Context: an optimization exercise on an open-source flow, tuned for small area and a short achievable clock period. The choices shown serve that exercise and are no tape-out recipe.
At most, simulation tests tie the RTL to the original design; equivalence was not proved.
No activity file was given, so power comes from the tool's default toggle rates.

== JK ==
==> flow/design.v (excerpt) <==
module exec_stage (
    input  logic               clk,
    input  logic               rst,
    input  logic               valid_i,
    input  exec_pkg::alu_op_t  alu_op_i,
    input  exec_pkg::src_a_t   src_a_i,
    input  exec_pkg::src_b_t   src_b_i,
    input  exec_pkg::fwd_t     fwd_a_i,
    input  exec_pkg::fwd_t     fwd_b_i,
    input  exec_pkg::fwd_t     fwd_st_i,
    input  logic               spc_clr_i,
    input  exec_pkg::word_t    rs_i,
    input  exec_pkg::word_t    rt_i,
    input  exec_pkg::word_t    ext_i,
    input  exec_pkg::word_t    pc_i,
    input  exec_pkg::word_t    fw_alu_i,
    input  exec_pkg::word_t    fw_mem_i,
    output logic               valid_o,
    output exec_pkg::word_t    result_o,
    output exec_pkg::word_t    store_data_o,
    output exec_pkg::word_t    spc_o
);
clock: 4.5 ns
lec_check: 0
cap_margin: 20
core_margin: 2
core_utilization: 50
setup_slack_margin: 1.5
slew_margin: 20
standard.sh (not shown) runs the stock make flow with config.mk's settings and CLKGATE_MAP_FILE= SYNTH_SCRIPT=/design/flow/synth_recipe.tcl, a recipe that flattens the netlist after the stock synthesis.
==> flow/flow/run.sh <==
#!/bin/bash
# The standard layout with two changes:
#  - Yosys's ABC step maps for area with the script in flow/area.abc
#    (registers, their names and cell types are untouched)
#  - every port gets the smallest buffer, sky130_fd_sc_hd__buf_1
# Each tool's output goes to a log file in this folder.
set -euo pipefail
HERE=$(pwd)

# synthesis script: the standard flow's, with the ABC script swapped
sed -e 's#^source \$::env(SCRIPTS_DIR)/synth_preamble.tcl$#&\nset abc_args [lreplace $abc_args 1 1 $::env(MY_ABC_SCRIPT)]#' \
    "$FLOW_HOME/scripts/synth.tcl" > my_synth_body.tcl
grep -q MY_ABC_SCRIPT my_synth_body.tcl
sed -e "s#^source \$::env(SCRIPTS_DIR)/synth.tcl\$#source $HERE/my_synth_body.tcl#" \
    synth_recipe.tcl > my_synth_recipe.tcl
grep -q my_synth_body my_synth_recipe.tcl

sed -e "s#SYNTH_SCRIPT=[^ ]*#SYNTH_SCRIPT=$HERE/my_synth_recipe.tcl#" standard.sh > my_standard.sh
grep -q my_synth_recipe my_standard.sh

export MY_ABC_SCRIPT="$HERE/flow/area.abc"
export BUFFER_PORTS_ARGS="-buffer_cell sky130_fd_sc_hd__buf_1"
bash my_standard.sh > flow.log 2>&1
==> flow/flow/area.abc <==
strash
dch
amap
topo
stime -c
Edits applied to the flow inputs when going from JK to MS:
==> flow/flow/run.sh <==
#!/bin/bash
cp standard.sh standard_copy.sh.txt
cp synth_recipe.tcl synth_recipe_copy.tcl.txt
export BUFFER_PORTS_ARGS="-buffer_cell sky130_fd_sc_hd__buf_1"
bash standard.sh > standard.log 2>&1
removed: flow/flow/area.abc
## What came out
- Uppermost layer routed = met4: JK; uppermost layer routed = met5: MS
- Between MS and JK, floorplan die height is lower for JK, MS comes in above that.
- Min total power across MS and JK: JK
- Cell count sits higher in MS than in JK.
Edits applied to the flow inputs when going from MS to AL:
- clearing SETUP_SLACK_MARGIN, which used to be 1.5
==> flow/flow/run.sh <==
#!/bin/bash
# The standard layout with two changes:
#  - Yosys's ABC step maps for area with the script in flow/area.abc
#    (registers, their names and cell types are untouched)
#  - every port gets the smallest buffer, sky130_fd_sc_hd__buf_1
# Each tool's output goes to a log file in this folder.
set -euo pipefail
HERE=$(pwd)

# synthesis script: the standard flow's, with the ABC script swapped
sed -e 's#^source \$::env(SCRIPTS_DIR)/synth_preamble.tcl$#&\nset abc_args [lreplace $abc_args 1 1 $::env(MY_ABC_SCRIPT)]#' \
    "$FLOW_HOME/scripts/synth.tcl" > my_synth_body.tcl
grep -q MY_ABC_SCRIPT my_synth_body.tcl
sed -e "s#^source \$::env(SCRIPTS_DIR)/synth.tcl\$#source $HERE/my_synth_body.tcl#" \
    synth_recipe.tcl > my_synth_recipe.tcl
grep -q my_synth_body my_synth_recipe.tcl

sed -e "s#SYNTH_SCRIPT=[^ ]*#SYNTH_SCRIPT=$HERE/my_synth_recipe.tcl#" standard.sh > my_standard.sh
grep -q my_synth_recipe my_standard.sh

export MY_ABC_SCRIPT="$HERE/flow/area.abc"
export BUFFER_PORTS_ARGS="-buffer_cell sky130_fd_sc_hd__buf_1"
bash my_standard.sh > flow.log 2>&1
==> flow/flow/area.abc (new file) <==
strash
dch
amap
topo
stime -c
Notes after the runs:
Required time at the worst-slack endpoint of MS is on par with AL.
Route | AL vs MS | wire shorter in AL
Compared with MS, AL shows a clock insertion delay at the later pin of the skew report that is 0.02 ns higher.
Between MS and AL, the flow reports cell count decreasing by a little under 10%.
MS vs AL, critical path launch point: i_operand_select.a_o[0] vs i_operand_select.b_o[0]
Compared with MS, in AL number of nets at the end of the flow down 6.0%; data arrival at the endpoint of the critical path picked up an extra 1.25 ns.
### AL -> TR
==> flow/flow/run.sh <==
#!/bin/bash
cp standard.sh standard_copy.sh.txt
cp synth_recipe.tcl synth_recipe_copy.tcl.txt
export BUFFER_PORTS_ARGS="-buffer_cell sky130_fd_sc_hd__buf_1"
bash standard.sh > standard.log 2>&1
removed: flow/flow/area.abc
Findings:
- Comparing global-route wire length before repair for AL and TR, the bigger number came from TR.
- Re worst setup slack: TR is 0.48 ns up on AL.
- Going from AL to TR, area growth from synthesis to final layout shrinks by 8.8 points.
- Re clock share of power: AL and TR aren't equal, and the lower value belongs to TR.
- TR vs AL, fraction of the yosys area taken by sequential cells went down by 6.1 points.
- Sequential share of cell area: AL and TR compared, lower one is TR
- Routed wire length went up by a little under 10% going from AL to TR.
--- input diff TR..PW ---
- an added ABC_CLOCK_PERIOD_IN_PS of 2300
- an added SETUP_SLACK_MARGIN of 2.2
Notes after the runs:
Across TR and PW, the outcome is the same: a clean finish for every run.
Of the two candidates, TR has the worse setup slack of the critical path after layout and PW the better one.
PW ends up with higher via count of the first global-routing pass than TR does.
Going from TR to PW, ratio of final minimum period to clock period shrinks by 20 points.
No run of this note included a check of the RTL's function; only the layout flow was run.

========
run 1:
Another version of the RTL of exec_stage (not shown whole).
Size in the first run: roughly 310 I/O pins.
export LEC_CHECK = 0
export CAP_MARGIN = 20
export CORE_MARGIN = 2
export CORE_UTILIZATION = 50
export CTS_BUF_LIST = sky130_fd_sc_hd__clkbuf_8
export CTS_CLUSTER_DIAMETER = 60
export CTS_CLUSTER_SIZE = 20
export SETUP_SLACK_MARGIN = 2.2
export SLEW_MARGIN = 20
create_clock -name core_clock -period 4.5 [get_ports {clk}]
==> flow/flow/run.sh <==
#!/bin/bash
# The standard layout with two changes:
#  - Yosys's ABC step maps for area with the script in flow/area.abc
#    (registers, their names and cell types are untouched)
#  - no full/half adder cell extraction (ADDER_MAP_FILE empty)
#  - the resizer may swap cells of any footprint (MATCH_CELL_FOOTPRINT=0)
#  - every port gets the smallest buffer, sky130_fd_sc_hd__buf_1
# Each tool's output goes to a log file in this folder.
set -euo pipefail
HERE=$(pwd)

# synthesis script: the standard flow's, with the ABC script swapped
sed -e 's#^source \$::env(SCRIPTS_DIR)/synth_preamble.tcl$#&\nset abc_args [lreplace $abc_args 1 1 $::env(MY_ABC_SCRIPT)]#' \
    "$FLOW_HOME/scripts/synth.tcl" > my_synth_body.tcl
grep -q MY_ABC_SCRIPT my_synth_body.tcl
sed -e "s#^source \$::env(SCRIPTS_DIR)/synth.tcl\$#source $HERE/my_synth_body.tcl#" \
    synth_recipe.tcl > my_synth_recipe.tcl
grep -q my_synth_body my_synth_recipe.tcl

sed -e "s#SYNTH_SCRIPT=[^ ]*#SYNTH_SCRIPT=$HERE/my_synth_recipe.tcl MATCH_CELL_FOOTPRINT=0#" standard.sh > my_standard.sh
grep -q my_synth_recipe my_standard.sh

export MY_ABC_SCRIPT="$HERE/flow/map.abc"
export BUFFER_PORTS_ARGS="-buffer_cell sky130_fd_sc_hd__buf_1"
export ADDER_MAP_FILE=""
# clock tree: as ORFS builds it, without dummy load cells
export CTS_ARGS="-sink_clustering_enable -repair_clock_nets -dont_use_dummy_load -sink_clustering_size 20 -sink_clustering_max_diameter 60 -buf_list sky130_fd_sc_hd__clkbuf_8"
bash my_standard.sh > flow.log 2>&1
==> flow/flow/map.abc <==
&get -n
&st
&dch
&nf
&put
topo
stime -c
For run 2, these inputs were changed with respect to run 1:
--- a/flow/flow/run.sh
+++ b/flow/flow/run.sh
@@ -22,7 +22,5 @@
 
-export MY_ABC_SCRIPT="$HERE/flow/map.abc"
+export MY_ABC_SCRIPT="$FLOW_HOME/scripts/abc_speed.script"
 export BUFFER_PORTS_ARGS="-buffer_cell sky130_fd_sc_hd__buf_1"
 export ADDER_MAP_FILE=""
-# clock tree: as ORFS builds it, without dummy load cells
-export CTS_ARGS="-sink_clustering_enable -repair_clock_nets -dont_use_dummy_load -sink_clustering_size 20 -sink_clustering_max_diameter 60 -buf_list sky130_fd_sc_hd__clkbuf_8"
 bash my_standard.sh > flow.log 2>&1
--- a/flow/config.mk
+++ b/flow/config.mk
@@ -9,3 +9,3 @@
 export CORE_MARGIN = 2
-export CORE_UTILIZATION = 50
+export CORE_UTILIZATION = 65
 export CTS_BUF_LIST = sky130_fd_sc_hd__clkbuf_8
@@ -13,3 +13,3 @@
 export CTS_CLUSTER_SIZE = 20
-export SETUP_SLACK_MARGIN = 2.2
+export SETUP_SLACK_MARGIN = 1.9
 export SLEW_MARGIN = 20
removed: flow/flow/map.abc
[summary]
- All of run 1 and run 2 finish clean.
- | proportion of synthesized chip area in sequential cells | higher: run 1 |
- The run showing the smaller share of the final layout cell area in sequential cells is run 2.
- The data arrival at the endpoint of the critical path in run 2 was higher than what run 1 gave.
- NOTE: largest net degree at the start of global routing in run 2 exceeds that of run 1
- Run 1 fits on a die that is larger than the die of run 2.
- Run 2 against run 1: placement-stage cell area +950 sq um, simple-gate share of the synthesized area -2.6 points, relative contribution of the clock network to total power +4.2 points.
- Compared to run 1, run 2 has combinational group share of total power 2.2 points lower.
- Core utilization was higher in run 2 than in run 1.
### run 2 -> run 3
--- a/flow/flow/run.sh
+++ b/flow/flow/run.sh
@@ -25,2 +25,4 @@
 export ADDER_MAP_FILE=""
+# clock tree: as ORFS builds it, without dummy load cells
+export CTS_ARGS="-sink_clustering_enable -repair_clock_nets -dont_use_dummy_load -sink_clustering_size 20 -sink_clustering_max_diameter 60 -buf_list sky130_fd_sc_hd__clkbuf_8"
 bash my_standard.sh > flow.log 2>&1
--- a/flow/config.mk
+++ b/flow/config.mk
@@ -9,3 +9,3 @@
 export CORE_MARGIN = 2
-export CORE_UTILIZATION = 65
+export CORE_UTILIZATION = 50
 export CTS_BUF_LIST = sky130_fd_sc_hd__clkbuf_8
Notes after the runs:
- Run 3 has completed all stages; timing, DRC and antenna checks passed.
- Run 2 completed every stage of the flow, and the final layout passed the timing, DRC and antenna checks.
- The worst setup path endpoint comes out i_operand_select.p_o[26]$_DFF_P_ in one run and i_operand_select.g_o[6]$_DFF_P_ in the other, namely in run 2 and run 3 respectively.
- Run 3 vs run 2, critical path startpoint: fwd_a_i[1] vs pc_i[6]
- [compare] base=run 2 new=run 3: summed area of non-filler cells in the final layout did not really move, total instance count after detailed placement went up, share of the final layout cell area in multi-input gates went down, combinational power did not really move.

-- what the ideal ports hide --
Ports are ideal in the flow. The routed layouts listed here were re-timed in OpenROAD.
Step 1, drivers: a clkbuf_16 drives clk and a buf_2 each remaining input, both assumed.
Step 2 times the ports against the registers' clock, not the clock port: input delays grow and output delays shrink by t, the midpoint of the rising clock arrivals with the driver on.
Three values: no drivers, after step 1, after step 2; two values: the first two.
run | t (ns) | setup slack, ns | worst hold slack (ns) | worst register clock-pin slew, ns
JK | 0.586 | 0.960 / 0.960 / 0.960 | 0.323 / 0.323 / 0.323 | 0.06 / 0.06
MS | 0.563 | 1.615 / 1.615 / 1.159 | 0.325 / 0.325 / 0.325 | 0.06 / 0.06
AL | 0.585 | 0.359 / 0.359 / 0.359 | 0.323 / 0.323 / 0.323 | 0.07 / 0.07
TR | 0.564 | 0.840 / 0.840 / 0.840 | 0.325 / 0.325 / 0.325 | 0.06 / 0.06
PW | 0.568 | 1.750 / 1.750 / 1.528 | 0.324 / 0.324 / 0.324 | 0.06 / 0.06
run 1 | 0.575 | 1.901 / 1.901 / 1.681 | 0.310 / 0.310 / 0.310 | 0.11 / 0.11
run 2 | 0.604 | 1.863 / 1.892 / 1.288 | 0.339 / 0.339 / 0.339 | 0.12 / 0.12
run 3 | 0.588 | 1.906 / 1.926 / 1.339 | 0.288 / 0.288 / 0.288 | 0.11 / 0.11
After both steps setup and hold are still met in every run listed. The setup slack of run 2, which loses most, moves by +0.029 ns with the drivers and by -0.575 ns with both steps.
